This is an optimization exercise on Yosys and OpenROAD, whose aim is a short achievable clock period and few clock cycles, not a production implementation.
In this exercise RTL edits were held to simulation tests only and were not proved equivalent to the original.
Power is estimated from default activity; no workload was simulated.

$ cat flow/config.mk
export PLATFORM = sky130hd
export DESIGN_NAME = cpuCore
export DESIGN_NICKNAME = cpuCore
export VERILOG_FILES = /design/flow/design.v
export SDC_FILE = /design/flow/constraint.sdc
export NUM_CORES = 4
export LEC_CHECK = 0
export CAP_MARGIN = 20
export CORE_MARGIN = 2
export CORE_UTILIZATION = 40
export SLEW_MARGIN = 20
$ cat flow/constraint.sdc
create_clock -name core_clock -period 6.0 [get_ports {clk}]
set_input_delay 1.2000 -clock core_clock [delete_from_list [all_inputs] [get_ports {clk}]]
set_output_delay 1.2000 -clock core_clock [all_outputs]
set_load 0.01 [all_outputs]
$ cat flow/design.v
`default_nettype none
package isaPkg;
    typedef logic [32-1:0]      word_t;     
    typedef logic [5-1:0] regIdx_t;   
    typedef enum logic [6:0] {
        opLoad  = 7'b0000011,   
        opImm   = 7'b0010011,   
        opStore = 7'b0100011,   
        opReg   = 7'b0110011    
    } opcode_t;
    typedef enum logic [3:0] {
        aluAdd  = 4'b0000,
        aluSll  = 4'b0001,
        aluSlt  = 4'b0010,   
        aluSltu = 4'b0011,   
        aluXor  = 4'b0100,
        aluSrl  = 4'b0101,
        aluOr   = 4'b0110,
        aluAnd  = 4'b0111,
        aluSub  = 4'b1000,
        aluSra  = 4'b1101
    } aluOp_t;
endpackage
`default_nettype wire
`default_nettype none
package pipePkg;
    typedef enum logic [1:0] {
        fwdNone = 2'b00,   
        fwdWb   = 2'b01,   
        fwdMem  = 2'b10    
    } fwdSel_t;
endpackage
`default_nettype wire
`default_nettype none
module alu (
    input  isaPkg::word_t  a,
    input  isaPkg::word_t  b,
    input  logic [4:0]     shamt,
    input  isaPkg::aluOp_t op,
    output isaPkg::word_t  result
);
    logic ltSigned;
    logic ltUnsigned;
    assign ltSigned   = $signed(a) < $signed(b);
    assign ltUnsigned = a < b;
    always_comb begin
        case (op)
            isaPkg::aluAdd:  result = a + b;
            isaPkg::aluSub:  result = a - b;
            isaPkg::aluSlt:  result = isaPkg::word_t'(ltSigned);
            isaPkg::aluSltu: result = isaPkg::word_t'(ltUnsigned);
            isaPkg::aluSll:  result = a << shamt;
            isaPkg::aluSrl:  result = a >> shamt;
            isaPkg::aluSra:  result = $unsigned($signed(a) >>> shamt);   
            isaPkg::aluXor:  result = a ^ b;
            isaPkg::aluOr:   result = a | b;
            isaPkg::aluAnd:  result = a & b;
            default: result = '0;
        endcase
    end
endmodule
`default_nettype wire
`default_nettype none
module executeStage (
    input  logic             clk,
    input  logic             rst_n,
    input  isaPkg::regIdx_t  exRd,
    input  logic             exRegWrite,
    input  logic             exMemRead,
    input  logic             exMemWrite,
    input  logic             exUseImm,
    input  isaPkg::aluOp_t   exAluOp,
    input  isaPkg::word_t    exImm,
    input  logic [4:0]       exShamt,
    input  isaPkg::word_t    exRs1Data,
    input  isaPkg::word_t    exRs2Data,
    input  pipePkg::fwdSel_t fwdA,
    input  pipePkg::fwdSel_t fwdB,
    input  isaPkg::word_t    wbData,
    output isaPkg::word_t    memAluResult,
    output isaPkg::word_t    memStoreData,
    output isaPkg::regIdx_t  memRd,
    output logic             memRegWrite,
    output logic             memMemRead,
    output logic             memMemWrite
);
    isaPkg::word_t      opA;
    isaPkg::word_t      rs2Fwd;      
    isaPkg::word_t      opB;
    logic [4:0] shamt;
    isaPkg::word_t      aluResult;
    function automatic isaPkg::word_t pickOperand(input pipePkg::fwdSel_t sel, input isaPkg::word_t regVal,
                                          input isaPkg::word_t memVal, input isaPkg::word_t wbVal);
        case (sel)
            pipePkg::fwdMem:  pickOperand = memVal;
            pipePkg::fwdWb:   pickOperand = wbVal;
            default: pickOperand = regVal;
        endcase
    endfunction
    assign opA    = pickOperand(fwdA, exRs1Data, memAluResult, wbData);
    assign rs2Fwd = pickOperand(fwdB, exRs2Data, memAluResult, wbData);
    assign opB    = exUseImm ? exImm : rs2Fwd;
    assign shamt = exUseImm ? exShamt : opB[4:0];
    alu aluInst (
        .a(opA),
        .b(opB),
        .shamt(shamt),
        .op(exAluOp),
        .result(aluResult)
    );
    always_ff @(posedge clk or negedge rst_n) begin
        if (!rst_n) begin
            memRegWrite <= 1'b0;
            memMemRead  <= 1'b0;
            memMemWrite <= 1'b0;
        end else begin
            memRegWrite <= exRegWrite;
            memMemRead  <= exMemRead;
            memMemWrite <= exMemWrite;
        end
    end
    always_ff @(posedge clk) begin
        memAluResult <= aluResult;   
        memStoreData <= rs2Fwd;
        memRd        <= exRd;
    end
endmodule
`default_nettype wire
`default_nettype none
module regFile (
    input  logic            clk,
    input  logic            rst_n,
    input  isaPkg::regIdx_t rs1,
    input  isaPkg::regIdx_t rs2,
    output isaPkg::word_t   rs1Data,
    output isaPkg::word_t   rs2Data,
    input  logic            wrEn,
    input  isaPkg::regIdx_t wrIdx,
    input  isaPkg::word_t   wrData
);
    isaPkg::word_t regs [32];
    always_ff @(posedge clk or negedge rst_n) begin
        if (!rst_n) begin
            for (int i = 0; i < 32; i++) begin
                regs[i] <= '0;
            end
        end else if (wrEn && wrIdx != '0) begin   
            regs[wrIdx] <= wrData;
        end
    end
    assign rs1Data = (rs1 == '0) ? '0 : (wrEn && wrIdx == rs1) ? wrData : regs[rs1];
    assign rs2Data = (rs2 == '0) ? '0 : (wrEn && wrIdx == rs2) ? wrData : regs[rs2];
endmodule
`default_nettype wire
`default_nettype none
module decodeStage (
    input  logic            clk,
    input  logic            rst_n,
    input  isaPkg::word_t   insn,
    input  isaPkg::word_t   insnPc,
    input  logic            stall,
    input  logic            wbRegWrite,
    input  isaPkg::regIdx_t wbRd,
    input  isaPkg::word_t   wbData,
    output isaPkg::regIdx_t rs1Id,
    output isaPkg::regIdx_t rs2Id,
    output isaPkg::regIdx_t exRs1,
    output isaPkg::regIdx_t exRs2,
    output isaPkg::regIdx_t exRd,
    output logic            exRegWrite,
    output logic            exMemRead,
    output logic            exMemWrite,
    output logic            exUseImm,
    output isaPkg::aluOp_t  exAluOp,
    output isaPkg::word_t   exImm,
    output logic [4:0]      exShamt,
    output isaPkg::word_t   exRs1Data,
    output isaPkg::word_t   exRs2Data
);
    logic [2:0] funct3;
    logic [6:0] funct7;
    isaPkg::word_t      immI, immS;
    isaPkg::word_t      rs1Data, rs2Data;
    logic       regWrite, memRead, memWrite, useImm;
    isaPkg::aluOp_t     aluOp;
    isaPkg::word_t      imm;
    logic       isWord;   
    function automatic isaPkg::aluOp_t aluFor(input logic [2:0] f3, input logic alt);
        case (f3)
            3'b000:  aluFor = alt ? isaPkg::aluSub : isaPkg::aluAdd;
            3'b001:  aluFor = isaPkg::aluSll;
            3'b010:  aluFor = isaPkg::aluSlt;
            3'b011:  aluFor = isaPkg::aluSltu;
            3'b100:  aluFor = isaPkg::aluXor;
            3'b101:  aluFor = alt ? isaPkg::aluSra : isaPkg::aluSrl;
            3'b110:  aluFor = isaPkg::aluOr;
            default: aluFor = isaPkg::aluAnd;
        endcase
    endfunction
    assign rs1Id  = insn[19:15];
    assign rs2Id  = insn[24:20];
    assign funct3 = insn[14:12];
    assign funct7 = insn[31:25];
    assign isWord = (funct3 == 3'b010);
    assign immI = {{(32-12){insn[31]}}, insn[31:20]};
    assign immS = {{(32-12){insn[31]}}, insn[31:25], insn[11:7]};
    always_comb begin
        regWrite = 1'b0;
        memRead  = 1'b0;
        memWrite = 1'b0;
        useImm   = 1'b0;
        aluOp    = isaPkg::aluAdd;   
        imm      = immI;
        case (insn[6:0])
            isaPkg::opImm: begin
                regWrite = 1'b1;
                useImm   = 1'b1;
                aluOp    = aluFor(funct3, funct7[5] && funct3 == 3'b101);   
            end
            isaPkg::opReg: begin
                regWrite = 1'b1;
                aluOp    = aluFor(funct3, funct7[5]);
            end
            isaPkg::opLoad: begin
                regWrite = isWord;
                memRead  = isWord;
                useImm   = 1'b1;
            end
            isaPkg::opStore: begin
                memWrite = isWord;
                useImm   = 1'b1;
                imm      = immS;
            end
            default: ;   
        endcase
    end
    regFile regFileInst (
        .clk(clk), .rst_n(rst_n),
        .rs1(rs1Id), .rs2(rs2Id), .rs1Data(rs1Data), .rs2Data(rs2Data),
        .wrEn(wbRegWrite), .wrIdx(wbRd), .wrData(wbData)
    );
    always_ff @(posedge clk or negedge rst_n) begin
        if (!rst_n) begin
            exRegWrite <= 1'b0;
            exMemRead  <= 1'b0;
            exMemWrite <= 1'b0;
        end else begin
            exRegWrite <= regWrite && !stall;
            exMemRead  <= memRead && !stall;
            exMemWrite <= memWrite && !stall;
        end
    end
    always_ff @(posedge clk) begin
        exRs1     <= rs1Id;
        exRs2     <= rs2Id;
        exRd      <= insn[11:7];
        exUseImm  <= useImm;
        exAluOp   <= aluOp;
        exImm     <= imm;
        exShamt   <= insn[24:20];   
        exRs1Data <= rs1Data;
        exRs2Data <= rs2Data;
    end
endmodule
`default_nettype wire
`default_nettype none
module hazardUnit (
    input  isaPkg::regIdx_t  rs1Id,
    input  isaPkg::regIdx_t  rs2Id,
    input  isaPkg::regIdx_t  exRd,
    input  logic             exMemRead,
    input  isaPkg::regIdx_t  exRs1,
    input  isaPkg::regIdx_t  exRs2,
    input  isaPkg::regIdx_t  memRd,
    input  logic             memRegWrite,
    input  isaPkg::regIdx_t  wbRd,
    input  logic             wbRegWrite,
    output logic             stall,
    output pipePkg::fwdSel_t fwdA,
    output pipePkg::fwdSel_t fwdB
);
    function automatic pipePkg::fwdSel_t pickSource(input isaPkg::regIdx_t rs, input isaPkg::regIdx_t mRd,
                                           input logic mWr, input isaPkg::regIdx_t wRd,
                                           input logic wWr);
        if (mWr && mRd != '0 && mRd == rs) pickSource = pipePkg::fwdMem;
        else if (wWr && wRd != '0 && wRd == rs) pickSource = pipePkg::fwdWb;
        else pickSource = pipePkg::fwdNone;
    endfunction
    assign fwdA = pickSource(exRs1, memRd, memRegWrite, wbRd, wbRegWrite);
    assign fwdB = pickSource(exRs2, memRd, memRegWrite, wbRd, wbRegWrite);
    assign stall = exMemRead && exRd != '0 && (exRd == rs1Id || exRd == rs2Id);
endmodule
`default_nettype wire
`default_nettype none
module memStage (
    input  logic            clk,
    input  logic            rst_n,
    input  isaPkg::word_t   memAluResult,
    input  isaPkg::word_t   memStoreData,
    input  isaPkg::regIdx_t memRd,
    input  logic            memRegWrite,
    input  logic            memMemRead,
    input  logic            memMemWrite,
    output isaPkg::word_t   dmemAddr,
    output isaPkg::word_t   dmemWData,
    output logic            dmemWen,
    input  isaPkg::word_t   dmemRData,
    output isaPkg::word_t   wbData,
    output isaPkg::regIdx_t wbRd,
    output logic            wbRegWrite
);
    isaPkg::word_t wbNext;
    assign dmemAddr  = memAluResult;   
    assign dmemWData = memStoreData;
    assign dmemWen   = memMemWrite;    
    assign wbNext = memMemRead ? dmemRData : memAluResult;
    always_ff @(posedge clk or negedge rst_n) begin
        if (!rst_n) begin
            wbRegWrite <= 1'b0;
        end else begin
            wbRegWrite <= memRegWrite;
        end
    end
    always_ff @(posedge clk) begin
        wbData <= wbNext;   
        wbRd   <= memRd;
    end
endmodule
`default_nettype wire
`default_nettype none
module cpuCore (
    input  logic          clk,
    input  logic          rst_n,
    output isaPkg::word_t imemAddr,
    input  isaPkg::word_t imemInsn,
    output isaPkg::word_t dmemAddr,
    output isaPkg::word_t dmemWData,
    output logic          dmemWen,
    input  isaPkg::word_t dmemRData
);
    isaPkg::word_t   pc;
    isaPkg::word_t   ifInsn;         
    isaPkg::word_t   ifPc;
    isaPkg::regIdx_t rs1Id, rs2Id;   
    isaPkg::regIdx_t exRs1, exRs2, exRd;
    logic    exRegWrite, exMemRead, exMemWrite, exUseImm;
    isaPkg::aluOp_t  exAluOp;
    isaPkg::word_t   exImm;
    logic [4:0] exShamt;
    isaPkg::word_t   exRs1Data, exRs2Data;
    isaPkg::word_t   memAluResult, memStoreData;
    isaPkg::regIdx_t memRd;
    logic    memRegWrite, memMemRead, memMemWrite;
    isaPkg::word_t   wbData;
    isaPkg::regIdx_t wbRd;
    logic    wbRegWrite;
    logic    stall;
    pipePkg::fwdSel_t fwdA, fwdB;
    always_ff @(posedge clk or negedge rst_n) begin
        if (!rst_n) begin
            pc     <= '0;
            ifInsn <= 32'h0000_0013;        
            ifPc   <= '0;
        end else if (!stall) begin     
            pc     <= pc + 4;
            ifInsn <= imemInsn;
            ifPc   <= pc;
        end
    end
    assign imemAddr = pc;   
    decodeStage decodeInst (
        .clk(clk), .rst_n(rst_n),
        .insn(ifInsn), .insnPc(ifPc), .stall(stall),
        .wbRegWrite(wbRegWrite), .wbRd(wbRd), .wbData(wbData),
        .rs1Id(rs1Id), .rs2Id(rs2Id),
        .exRs1(exRs1), .exRs2(exRs2), .exRd(exRd),
        .exRegWrite(exRegWrite), .exMemRead(exMemRead),
        .exMemWrite(exMemWrite), .exUseImm(exUseImm),
        .exAluOp(exAluOp), .exImm(exImm), .exShamt(exShamt),
        .exRs1Data(exRs1Data), .exRs2Data(exRs2Data)
    );
    hazardUnit hazardInst (
        .rs1Id(rs1Id), .rs2Id(rs2Id), .exRd(exRd), .exMemRead(exMemRead),
        .exRs1(exRs1), .exRs2(exRs2),
        .memRd(memRd), .memRegWrite(memRegWrite),
        .wbRd(wbRd), .wbRegWrite(wbRegWrite),
        .stall(stall), .fwdA(fwdA), .fwdB(fwdB)
    );
    executeStage executeInst (
        .clk(clk), .rst_n(rst_n),
        .exRd(exRd), .exRegWrite(exRegWrite), .exMemRead(exMemRead),
        .exMemWrite(exMemWrite), .exUseImm(exUseImm), .exAluOp(exAluOp),
        .exImm(exImm), .exShamt(exShamt),
        .exRs1Data(exRs1Data), .exRs2Data(exRs2Data),
        .fwdA(fwdA), .fwdB(fwdB), .wbData(wbData),
        .memAluResult(memAluResult), .memStoreData(memStoreData), .memRd(memRd),
        .memRegWrite(memRegWrite), .memMemRead(memMemRead), .memMemWrite(memMemWrite)
    );
    memStage memInst (
        .clk(clk), .rst_n(rst_n),
        .memAluResult(memAluResult), .memStoreData(memStoreData), .memRd(memRd),
        .memRegWrite(memRegWrite), .memMemRead(memMemRead), .memMemWrite(memMemWrite),
        .dmemAddr(dmemAddr), .dmemWData(dmemWData), .dmemWen(dmemWen),
        .dmemRData(dmemRData),
        .wbData(wbData), .wbRd(wbRd), .wbRegWrite(wbRegWrite)
    );
endmodule
`default_nettype wire
$ cat flow/run.sh
#!/bin/bash
# synth_recipe.tcl (not shown) runs the flow's synth.tcl, then flattens the netlist and writes it again
# the make line also repeats each setting of config.mk as NAME=value (left out here)
make -C /OpenROAD-flow-scripts/flow DESIGN_CONFIG=/design/flow/config.mk WORK_HOME=/design/flow/orfs CLKGATE_MAP_FILE= SYNTH_SCRIPT=/design/flow/synth_recipe.tcl finish
==> results of run 1 <==
==> worst max path at each step <==
stage          slack, ns                      endpoint             from  depth (start not counted)
2_1_floorplan       0.58  executeInst.memAluResult[31]  memInst.wbRd[2]                         21
3_3_place_gp        0.22  executeInst.memAluResult[20]  memInst.wbRd[2]                         19
3_5_place_dp        0.19  executeInst.memAluResult[31]  memInst.wbRd[2]                         18
4_1_cts             0.15  executeInst.memAluResult[31]  memInst.wbRd[2]                         18
5_1_grt             0.01  executeInst.memAluResult[20]  memInst.wbRd[1]                         21
6_report            0.29  executeInst.memAluResult[28]  memInst.wbRd[4]                         21
==> sequential cells by signal (all words and copies together) (netlist names), 4 cells and up <==
| signal | count |
|---|---|
| decodeInst.exRs2 | 5 |
| ifInsn | 32 |
| memInst.wbData | 32 |
| decodeInst.exRs1 | 5 |
| decodeInst.exImm | 12 |
| decodeInst.exRs1Data | 32 |
| decodeInst.exAluOp | 4 |
| decodeInst.regFileInst.regs | 992 |
| decodeInst.exRd | 5 |
| decodeInst.exRs2Data | 32 |
| executeInst.memAluResult | 32 |
| memInst.wbRd | 5 |
| executeInst.memRd | 5 |
| executeInst.memStoreData | 32 |
| pc | 30 |
==> synthesized netlist by cell type (8+ instances only) <==
library cell / count
sky130_fd_sc_hd__o21bai_1: 17
sky130_fd_sc_hd__a222oi_1: 66
sky130_fd_sc_hd__nor3_1: 130
sky130_fd_sc_hd__mux4_2: 9
sky130_fd_sc_hd__o21ai_1: 40
sky130_fd_sc_hd__a21o_1: 36
sky130_fd_sc_hd__a221oi_1: 152
sky130_fd_sc_hd__xnor2_1: 70
sky130_fd_sc_hd__o32ai_1: 8
sky130_fd_sc_hd__mux2i_1: 139
sky130_fd_sc_hd__mux2_2: 1087
sky130_fd_sc_hd__inv_1: 109
sky130_fd_sc_hd__xor2_1: 25
sky130_fd_sc_hd__clkbuf_1: 414
sky130_fd_sc_hd__a22o_1: 120
sky130_fd_sc_hd__dfrtp_1: 1058
sky130_fd_sc_hd__and3_1: 24
sky130_fd_sc_hd__a31oi_1: 33
sky130_fd_sc_hd__o21ai_0: 106
sky130_fd_sc_hd__o221ai_1: 13
sky130_fd_sc_hd__dfxtp_1: 202
sky130_fd_sc_hd__buf_6: 13
sky130_fd_sc_hd__o21ai_2: 14
sky130_fd_sc_hd__nand4_1: 152
sky130_fd_sc_hd__and2_1: 14
sky130_fd_sc_hd__nor4_1: 54
sky130_fd_sc_hd__o21a_1: 8
sky130_fd_sc_hd__or3_1: 11
sky130_fd_sc_hd__nand2b_1: 21
sky130_fd_sc_hd__a211oi_1: 14
sky130_fd_sc_hd__nand2_1: 208
sky130_fd_sc_hd__a211o_1: 8
sky130_fd_sc_hd__nand3_1: 163
sky130_fd_sc_hd__nor2_1: 378
sky130_fd_sc_hd__a21oi_1: 260
sky130_fd_sc_hd__buf_2: 30
sky130_fd_sc_hd__o22ai_1: 17
sky130_fd_sc_hd__buf_1: 85
sky130_fd_sc_hd__a22oi_1: 615
sky130_fd_sc_hd__o31ai_1: 12
sky130_fd_sc_hd__ha_1: 100
sky130_fd_sc_hd__o211ai_1: 35
==> cell type report <==
class | instances | area (um2)
Inverter | 110 | 413
Clock inverter | 47 | 568
Multi-Input combinational cell | 4287 | 34600
Clock buffer | 212 | 4210
Tap cell | 2204 | 2760
Fill cell | 15376 | 89100
Antenna cell | 11 | 27.5
Sequential cell | 1263 | 30600
Timing Repair Buffer | 503 | 4530
==> timing repair <==
action / CTS / global route
endpoints found under the setup margin: 0 / 6
setup buffers: 0 / 4
gates resized for setup: 0 / 8
==> metal layers <==
metal,vias up,GRT usage [%]
li1,23825,-
met1,30660,47.4
met2,5457,55.6
met3,1817,16.5
met4,24,28.0
met5,-,0.622
==> worst max-delay path: cells and delay by family (launching register included) <==
family	cells	cell delay, ns
AND/OR/NAND/NOR	4	1.25
AO/OA/AOI/OAI	11	2.84
flip-flops	1	0.34
buffers and inverters	4	0.51
adder cells (fa/ha/maj)	2	0.66
==> metrics by stage <==
stage                     instances  power [mW]  instance area (um2)  setup slack (ns)  hold slack [ns]
after CTS                      8622        19.5                77600             0.148            0.351
final                          8637        19.5                77800             0.293            0.349
after global placement         8359        10.5                72700             0.217            0.339
after floorplan                6210        9.58                67100             0.578            0.331
after detailed placement       8363        10.5                72800             0.186            0.336
after global routing           8626        19.9                77700            0.0146            0.366
==> cells by family after synthesis <==
family | share of synthesized area [%]
compound gates | 17.8
xor+xnor | 1.24
fa+ha+maj | 1.93
buf+inv | 3.94
flops | 45.6
mux | 20.7
other cells | 0.00559
simple gates | 8.76
==> power groups by stage <==
stage | Combinational [mW] | Clock [mW] | Sequential [mW]
finish | 1.63 | 9.11 | 8.80
global route | 1.67 | 9.46 | 8.80
CTS | 1.55 | 9.13 | 8.79
detailed placement | 1.54 | 0 | 8.95
global placement | 1.54 | 0 | 8.95
floorplan | 0.688 | 0 | 8.90
==> notes.md, run 1 <==
Worst hold path:
- The number of cells on the worst hold path is 0.
- The endpoint of the worst hold-timing path is executeInst.memMemWrite.
- The worst hold path belongs to the class flop to flop.
- In this run the most critical hold path is launched from decodeInst.exMemWrite.

Timing:
- The number of setup violations in the final report is 0.
- For the finished layout, the period the worst path requires is 5.71 ns.
- The total count of max-transition violations in the final report was 0.
- The final number of hold-violating endpoints is 0.
- Timing would allow up to 175 MHz.
- For the final routed database, the setup TNS stands at 0 ns.
- For the final database, setup skew stands at 0.0292 ns.
- The worst slew slack as a fraction of its limit is approximately 11%.
- Setup repair after global routing left no endpoint under its margin.
- The measured slew at the worst slew-check pin is roughly 1.3 ns.
- The part of the cycle the worst path needs is between 90% and 100%.

Die:
- Pin placement for this block handled 163 I/O pins.
- The number of rows in the core area is 150.
- The area of the core is about 170000 um2.
- Measured along the x axis, the die boundary spans between 400 and 500 um.
- Measured along the y axis, the die boundary spans around 410 um.
- Once the floorplan was initialized, standard cells occupied about two fifths of the core.
- The die covers about 170000 um2.

Route:
- Summed over all nets, wire length on met2 after detailed routing comes to 139000 um.
- The number of antenna-violating nets in the routed design is 0.
- The sum of met3 wire segment lengths after detailed routing is about 50000 um.
- After detailed routing, the total wire length is approximately 340000 um.
- The first TritonRoute pass finished after 10 iterations.
- For this block, the via count after detailed routing is slightly above 60000.
- The count of routing violations after the opening detailed-route iteration is about 11000.
- The sum of routed wire segments on met1 is around 120000 um.
- In the routed design, unresolved DRC markers number 0.
- The average wire length per cell after detail routing is between 30 and 40 um.
- The highest metal layer with signal wires is met5.
- After detailed routing, the number of vias per cell comes to approximately 7.2.

Setup path:
- The type of destination of the critical path is a flop.
- In this design, the stage delay of the slowest critical-path cell is roughly 0.49 ns.
- The slowest stage of the critical path belongs to the cell sky130_fd_sc_hd__or4_1.
- STA puts the critical path data required time at ~6.7 ns.
- The path depth of the worst reg2reg path is 21.
- The critical path is of the flop to flop type.
- The capture point of the worst reg-to-reg path is executeInst.memAluResult[28].
- The worst register-to-register path begins at memInst.wbRd[4].
- The signal arrival time at the worst endpoint is approximately 6.4 ns.
- STA classifies the critical path startpoint as a flop.
- The signal on the critical path passes through buf_4, or2_1, o311a_4, a21boi_2, o31a_4, a21oi_1, inv_1, ha_1, inv_1, fa_1, or2_2, a221oi_2, o211ai_1, a21oi_1, buf_4, o221a_2, a31oi_1, o21bai_1, a211o_1, nor2_1, or4_1.
- The worst register-to-register path has a setup slack of 0.29 ns.
- The largest fanout on the critical path is 9.

GRT:
- The number of global-route vias before repair is between 50000 and 60000.
- The global-route congestion overflow total is 0.
- The initial antenna violation count is 18.
- The global-route wire length before repair is approximately 470000 um.
- Entering global routing, the biggest net connects ~140 pins.
- Global routing used 39.1% of the available tracks.

Layout:
- In the layout the commonest cells are sky130_fd_sc_hd__mux2_2 (1087), sky130_fd_sc_hd__dfrtp_1 (1057), sky130_fd_sc_hd__a22oi_1 (615).
- The post-route netlist has around 29% of its cells at a drive strength greater than 1.
- After the last flow step, the layout net total stands at 6475.
- Measured on the finished design, the core utilization comes to between 40 and 50%.
- The area growth from synthesis to layout is 15.9%.
- The commonest non-fill, non-tap cell in the layout is sky130_fd_sc_hd__mux2_2.

Placement:
- The number of port buffers is 160.
- The final estimated routing congestion in global placement is around 1.0.
- The half-perimeter wire length after placement is ~220000 um.

Power and ir drop:
- Of the total power, the share spent switching nets is between 20% and 30%.
- The power share of the sequential group is between 40% and 50%.
- The internal power of the cells totals between 10 and 15 mW.
- The part of the total power dissipated in the clock network is a little under half.
- The worst-case IR drop observed on VDD is around 0.24 mV.
- The switching power summed over all nets is about 5.2 mW.
- Dividing total power by cell area gives a power density of approximately 250 nW/um2.
- The share of total power in combinational logic is 8.3%.
- Summed over all cells, the static leakage comes to roughly 35 nW.

Clocking:
- The number of H-tree levels is 4.
- The master cell of the clock root buffer is sky130_fd_sc_hd__clkbuf_16.
- TritonCTS built the clock tree.
- The quantity of hold-fixing buffers added after cts is 0.
- The clock reaches the later pin of the worst-skew pair after approximately 0.83 ns.
- In this run, CTS created clock tree buffers numbering approximately 140.
- The clock-pin transition on the worst setup and hold timing paths is 0.07 ns.
- For this design, the sink count on the clock tree is approximately 1300.
- The clock passes through at most 3 buffers.

Synthesis:
- Ranked by total cell area, the synthesized netlist is headed by sky130_fd_sc_hd__dfrtp_1 (39%), sky130_fd_sc_hd__mux2_2 (18%), sky130_fd_sc_hd__a22oi_1 (6.9%).
- The cell area that synthesis handed to floorplanning was around 67000 um2.
- During synthesis, Yosys emitted a total of 8 warnings.
- The synthesized design spends more area on one cell type than any other, namely sky130_fd_sc_hd__dfrtp_1.
- The top flip-flop cell by instance count after synthesis is sky130_fd_sc_hd__dfrtp_1.
- In this run, synthesis produced a sequential element count of 1263.
- The count of distinct cell types in the synthesized netlist is about 100.
- The average instance in the mapped netlist occupies around 11 um2.
- The portion of synthesized cell area occupied by the leading cell type is 39.5%.
- After technology mapping, the gate count stands at 6209.
- Sequential elements use between 40% and 50% of the synthesized area.
- The share of flip-flops with an asynchronous set or reset is between 80 and 90%.
- The number of synthesized flops with an enable pin is 0.

Job:
- The tool flagged a number of max-cap violations equal to 0.

Outcome:
- The run finished with no timing, DRC or antenna violations.
Testbench counts, summed over its fixed seeds: cycles 40,789.
==> run 2, diff against run 1 <==
--- a/flow/config.mk
+++ b/flow/config.mk
@@ -6,6 +6,8 @@
 export NUM_CORES = 4
 export LEC_CHECK = 0
+export ABC_CLOCK_PERIOD_IN_PS = 3000
 export CAP_MARGIN = 20
 export CORE_MARGIN = 2
 export CORE_UTILIZATION = 40
+export SETUP_SLACK_MARGIN = 3
 export SLEW_MARGIN = 20
==> run 2 against run 1 <==
Net effect:
- cell count grew 3.5%
- utilization grew 3.6 points
- sequential power is essentially flat
- first-iteration DRC count is 10% higher
- combinational power grew about 20%
- global-route usage is 1.5 points higher
- worst setup slack better by 0.60 ns
- critical path depth rose by 7
- critical endpoint is now executeInst.memAluResult[16]
==> notes.md, run 2 <==
Timing:
- The final critical delay including setup and external delays is 5.11 ns (-0.596 ns).
- The part of the cycle the worst path needs is 85.2% (-9.9 points).
- The total count of max-transition violations in the final report is 0 (unchanged).
- The final clock skew came to 0.0386 ns (+0.00942 ns).
- The achievable clock frequency is 196 MHz (+12%).
- The measured slew at the worst slew-check pin is 1.29 ns (-0.0318 ns).
- The worst slew slack as a fraction of its limit was 14.2% (+2.9 points).
- The number of setup violations in the final report was 0 (unchanged).
- The final number of hold-violating endpoints is 0 (unchanged).
- Setup repair after global routing could not meet its margin everywhere.
- The setup TNS after final layout is 0 ns (unchanged).

Synthesis:
- The share of flip-flops with an asynchronous set or reset is 84.0% (unchanged).
- The number of standard cells after synthesis is 6209 (unchanged).
- Yosys instantiated no cell more often than sky130_fd_sc_hd__mux2_2.
- By count the netlist is led by sky130_fd_sc_hd__mux2_2 (1087), sky130_fd_sc_hd__dfrtp_1 (1058), sky130_fd_sc_hd__a22oi_1 (615), sky130_fd_sc_hd__clkbuf_1 (414), sky130_fd_sc_hd__nor2_1 (378).
- The post-synthesis instance area is 67100 um2 (unchanged).
- The part of the Yosys area used for sequential elements is 45.6% (unchanged).
- By area the synthesized netlist is led by sky130_fd_sc_hd__dfrtp_1 (39%), sky130_fd_sc_hd__mux2_2 (18%), sky130_fd_sc_hd__a22oi_1 (6.9%).
- The fraction of the mapped netlist area in simple logic gates came to 8.76% (unchanged).
- The compound-gate portion of the synthesized area is 17.8% (unchanged).
- The top flip-flop cell by instance count after synthesis is sky130_fd_sc_hd__dfrtp_1.
- The biggest area contributor in the post-synthesis netlist is sky130_fd_sc_hd__dfrtp_1.
- The post-synthesis area per instance came to 10.8 um2 (unchanged).
- The warning count from the yosys run is 8 (unchanged).
- The portion of synthesized cell area occupied by the leading cell type was 39.5% (unchanged).
- The number of synthesized flops with an enable pin came to 0 (unchanged).
- The count of distinct cell types in the synthesized netlist is 99 (unchanged).
- The adder-cell share of the synthesized area is 1.93% (unchanged).
- The dominant combinational cell family by area after synthesis is multiplexers.
- The xor-xnor portion of the synthesized cell area came to 1.24% (unchanged).
- The register bit count reported by yosys is 1263 (unchanged).
- The mux contribution to synthesized area is 20.7% (unchanged).

Setup path:
- The highest-delay cell along the critical path is sky130_fd_sc_hd__or4b_4.
- The required time of the critical path is 6.61 ns (-0.09 ns).
- The setup path with the least slack is of type flop to flop.
- The signal arrival time at the worst endpoint is 5.72 ns (-0.69 ns).
- The cell that appears most often on the critical path is sky130_fd_sc_hd__buf_6.
- The delay contributed by the slowest stage of the critical path is 0.56 ns (+0.07 ns).
- The largest fanout on the critical path is 15 (+6).
- The worst setup path is captured at a flop.
- The kind of start point of the critical path is a flop.

Route:
- The number of DRC violations after detailed routing came to 0 (unchanged).
- The average wire length per cell after detail routing is 40.2 um (+1.3%).
- The number of antenna-violating nets in the routed design is 0 (unchanged).
- The ratio of routed vias to standard cells is 7.21 (+0.84%).
- The iteration count of the initial detailed-routing pass was 13 (+3).
- The via count was 64485 (+4.4%).
- The total wirelength of the detailed-routed design is 360000 um (+4.8%).
- The count of routing violations after the opening detailed-route iteration is 11903 (+10%).

Layout:
- The fraction of final layout cells with drive strength greater than 1 is 37.4% (+8.9 points).
- The filler cell count in the final layout is 14822 (-3.6%).
- The final instance area is 83700 um2 (+7.6%).
- decodeInst.regFileInst.regs holds more flip-flops than any other register.
- The library cells used most frequently in the layout, excluding fill and tap cells, are sky130_fd_sc_hd__mux2_2 (1081), sky130_fd_sc_hd__dfrtp_1 (1044), sky130_fd_sc_hd__a22oi_1 (611).
- The commonest non-fill, non-tap cell in the layout is sky130_fd_sc_hd__mux2_2.
- The area occupied by multi-input gates is 37200 um2 (+7.3%).
- The flip-flop count of the largest register, all copies and words added is 992 (unchanged).
- The area taken by flip-flops and latches came to 30700 um2 (+0.38%).
- Relative to the synthesized area, the layout overhead comes to 24.8%.
- The layout net count is 6780 (+4.7%).

Die:
- The starting density of the core is 40.2% (unchanged).
- The area of the core is 167000 um2 (unchanged).
- The I/O pin count is 163 (unchanged).
- The floorplan die area is 171000 um2 (unchanged).
- The vertical die dimension is 413 um (unchanged).
- The die width is 413 um (unchanged).
- The number of rows in the core area is 150 (unchanged).

Power and ir drop:
- The power share of the sequential group is 44.3% (-0.7 points).
- The maximum ir drop on the vdd rail is 0.287 mV (+17%).
- The power per standard cell area is 237 nW/um2 (-5.8%).
- The switching power summed over all nets is 5.33 mW (+2.8%).
- The leakage power summed over all cells is 37.4 nW (+8.2%).
- The share of total power in combinational logic was 9.8% (+1.5 points).
- The part of the total power dissipated in the clock network is 45.9% (-0.7 points).
- The overall power after layout is 19.8 mW (+1.4%).
- The switching share of power is 26.9% (+0.37 points).
- The internal power of the cells is 14.5 mW (+0.91%).

GRT:
- The global-route wire length before repair was 489000 um (+3.6%).
- The number of global-route vias before repair is 61565 (+3.8%).
- The maximum number of pins on one net before global-route repair is 130 (-9.7%).
- The overall routing resource usage is 40.6% (+1.5 points).
- The global-route congestion overflow total is 0 (unchanged).
- The initial antenna violation count was 24 (+6).

Clocking:
- The count of clock tree sinks is 1263 (unchanged).
- The quantity of hold-fixing buffers added after cts was 0 (unchanged).
- The number of H-tree levels is 4 (unchanged).
- TritonCTS built the clock tree.
- The largest buffer count on any clock path was 3 (unchanged).
- The clock insertion delay at the later pin of the skew report was 0.83 ns (about the same).
- The master cell of the clock root buffer is sky130_fd_sc_hd__clkbuf_16.
- The number of buffers created by CTS is 142 (unchanged).
- The clock-pin transition on the worst setup and hold timing paths is 0.06 ns (about the same).

Placement:
- The half-perimeter wire length after placement came to 215000 um (-2.2%).
- The final estimated routing congestion in global placement is 1.05 (-0.28%).
- The post-place instance area is 73000 um2 (+0.25%).
- The number of port buffers is 160 (unchanged).

Outcome:
- The run finished with no timing, DRC or antenna violations.

Job:
- The reported max-cap violation count was 0 (unchanged).

Worst hold path:
- The path class of the tightest hold or removal check is flop to flop.
==> run 2: layout make-up <==
type                    count  share of cell area [%]
clock inverters            54                   0.680
repair buffers            799                    9.32
diodes                      7                  0.0209
flip-flops and latches   1263                    36.7
inverters                 110                   0.504
multi-input cells        4296                    44.4
clock buffers             207                    5.06
well taps                2204                    3.29
==> run 2: final timing paths <==
kind,start,endpoint,cells past startpoint,slack (ns)
worst max-delay path,memInst.wbRegWrite,executeInst.memAluResult[16],28,0.89
worst min-delay path,decodeInst.exMemWrite,executeInst.memMemWrite,0,0.35
worst max register to register,memInst.wbRegWrite,executeInst.memAluResult[16],28,0.89
worst min register to register,decodeInst.exMemWrite,executeInst.memMemWrite,0,0.35
max in group asynchronous,rst_n,decodeInst.regFileInst.regs[2][25],2,4.11
min in group asynchronous,rst_n,decodeInst.regFileInst.regs[6][3],1,0.42
==> run 2: per-stage QoR <==
step | cells | utilization (%) | setup WS (ns) | hold slack, ns
after floorplan | 6210 | - | 1.08 | 0.331
after global placement | 8349 | 43.7 | 0.330 | 0.335
after detailed placement | 8349 | 43.7 | 0.252 | 0.343
after CTS | 8819 | 48.9 | 0.973 | 0.356
after global routing | 8934 | 50.2 | 0.765 | 0.369
final | 8940 | 50.2 | 0.888 | 0.352
==> run 2: kinds of logic (layout without fill, tap and decap cells) <==
family                     count (synthesis)  in the layout
muxes                                   1239           1240
AOI/OAI and AO/OA                       1635           1635
adders and majority gates                102            102
other                                      1              9
and+or+nand+nor                         1214           1222
buffers and inverters                    660           1170
xor gates and xnor gates                  95             95
DFF                                     1263           1263
==> run 2: per-layer routing <==
layer / vias up / routed length, um / global-route usage (%)
met5: - / 682 / 1.38
met4: 32 / 39600 / 32.9
met3: 2250 / 51500 / 16.9
met2: 5962 / 146000 / 57.9
met1: 31737 / 122000 / 47.5
li1: 24504 / - / -
==> run 2: critical path, delay by kind of cell (launching register included) <==
family	cells	cell delay [ns]
AOI/OAI and AO/OA	9	1.66
buffers and inverters	11	1.21
and+or+nand+nor	4	0.86
adders and majority gates	2	0.47
DFF	1	0.34
muxes	1	0.25
xor gates and xnor gates	1	0.12
==> run 2: power groups by stage <==
stage / Sequential [mW] / Clock, mW / Combinational (mW)
floorplan: 8.90 / 0 / 0.705
CTS: 8.77 / 9.11 / 1.74
global route: 8.78 / 9.44 / 1.99
finish: 8.78 / 9.08 / 1.95
global placement: 8.94 / 0 / 1.56
detailed placement: 8.93 / 0 / 1.56
==> run 2: timing repair <==
action / 4_1_cts / 5_1_grt
gates cloned: 6 / 6
pin swaps: 132 / 153
endpoints found under the setup margin: 332 / 162
buffers inserted: 203 / 108
gates resized for setup: 402 / 236

==> afterwards: timing with drivers on the ports <==
Ports are ideal in the flow. The routed layouts listed here were re-timed in OpenROAD.
Step 1, drivers: a clkbuf_16 drives clk and a buf_2 each remaining input, both assumed.
Step 2 adds t to the input delays and takes it off the output delays; t is the mean of the earliest and latest rising clock arrival at the registers after step 1. Input paths then give back, and output paths get back, about the clock's delay inside the block.
Slacks: ideal ports / drivers / drivers and shift; pairs: ideal ports / drivers.
| run | shift t [ns] | setup WS [ns] | worst setup path after step 2 | slew at the worst register clock pin (ns) |
|---|---|---|---|---|
| run 1 | 0.903 | 0.293 / 0.293 / 0.293 | register to register | 0.07 / 0.07 |
| run 2 | 0.893 | 0.888 / 0.888 / 0.888 | register to register | 0.07 / 0.07 |
After both steps setup and hold are still met in every run listed.
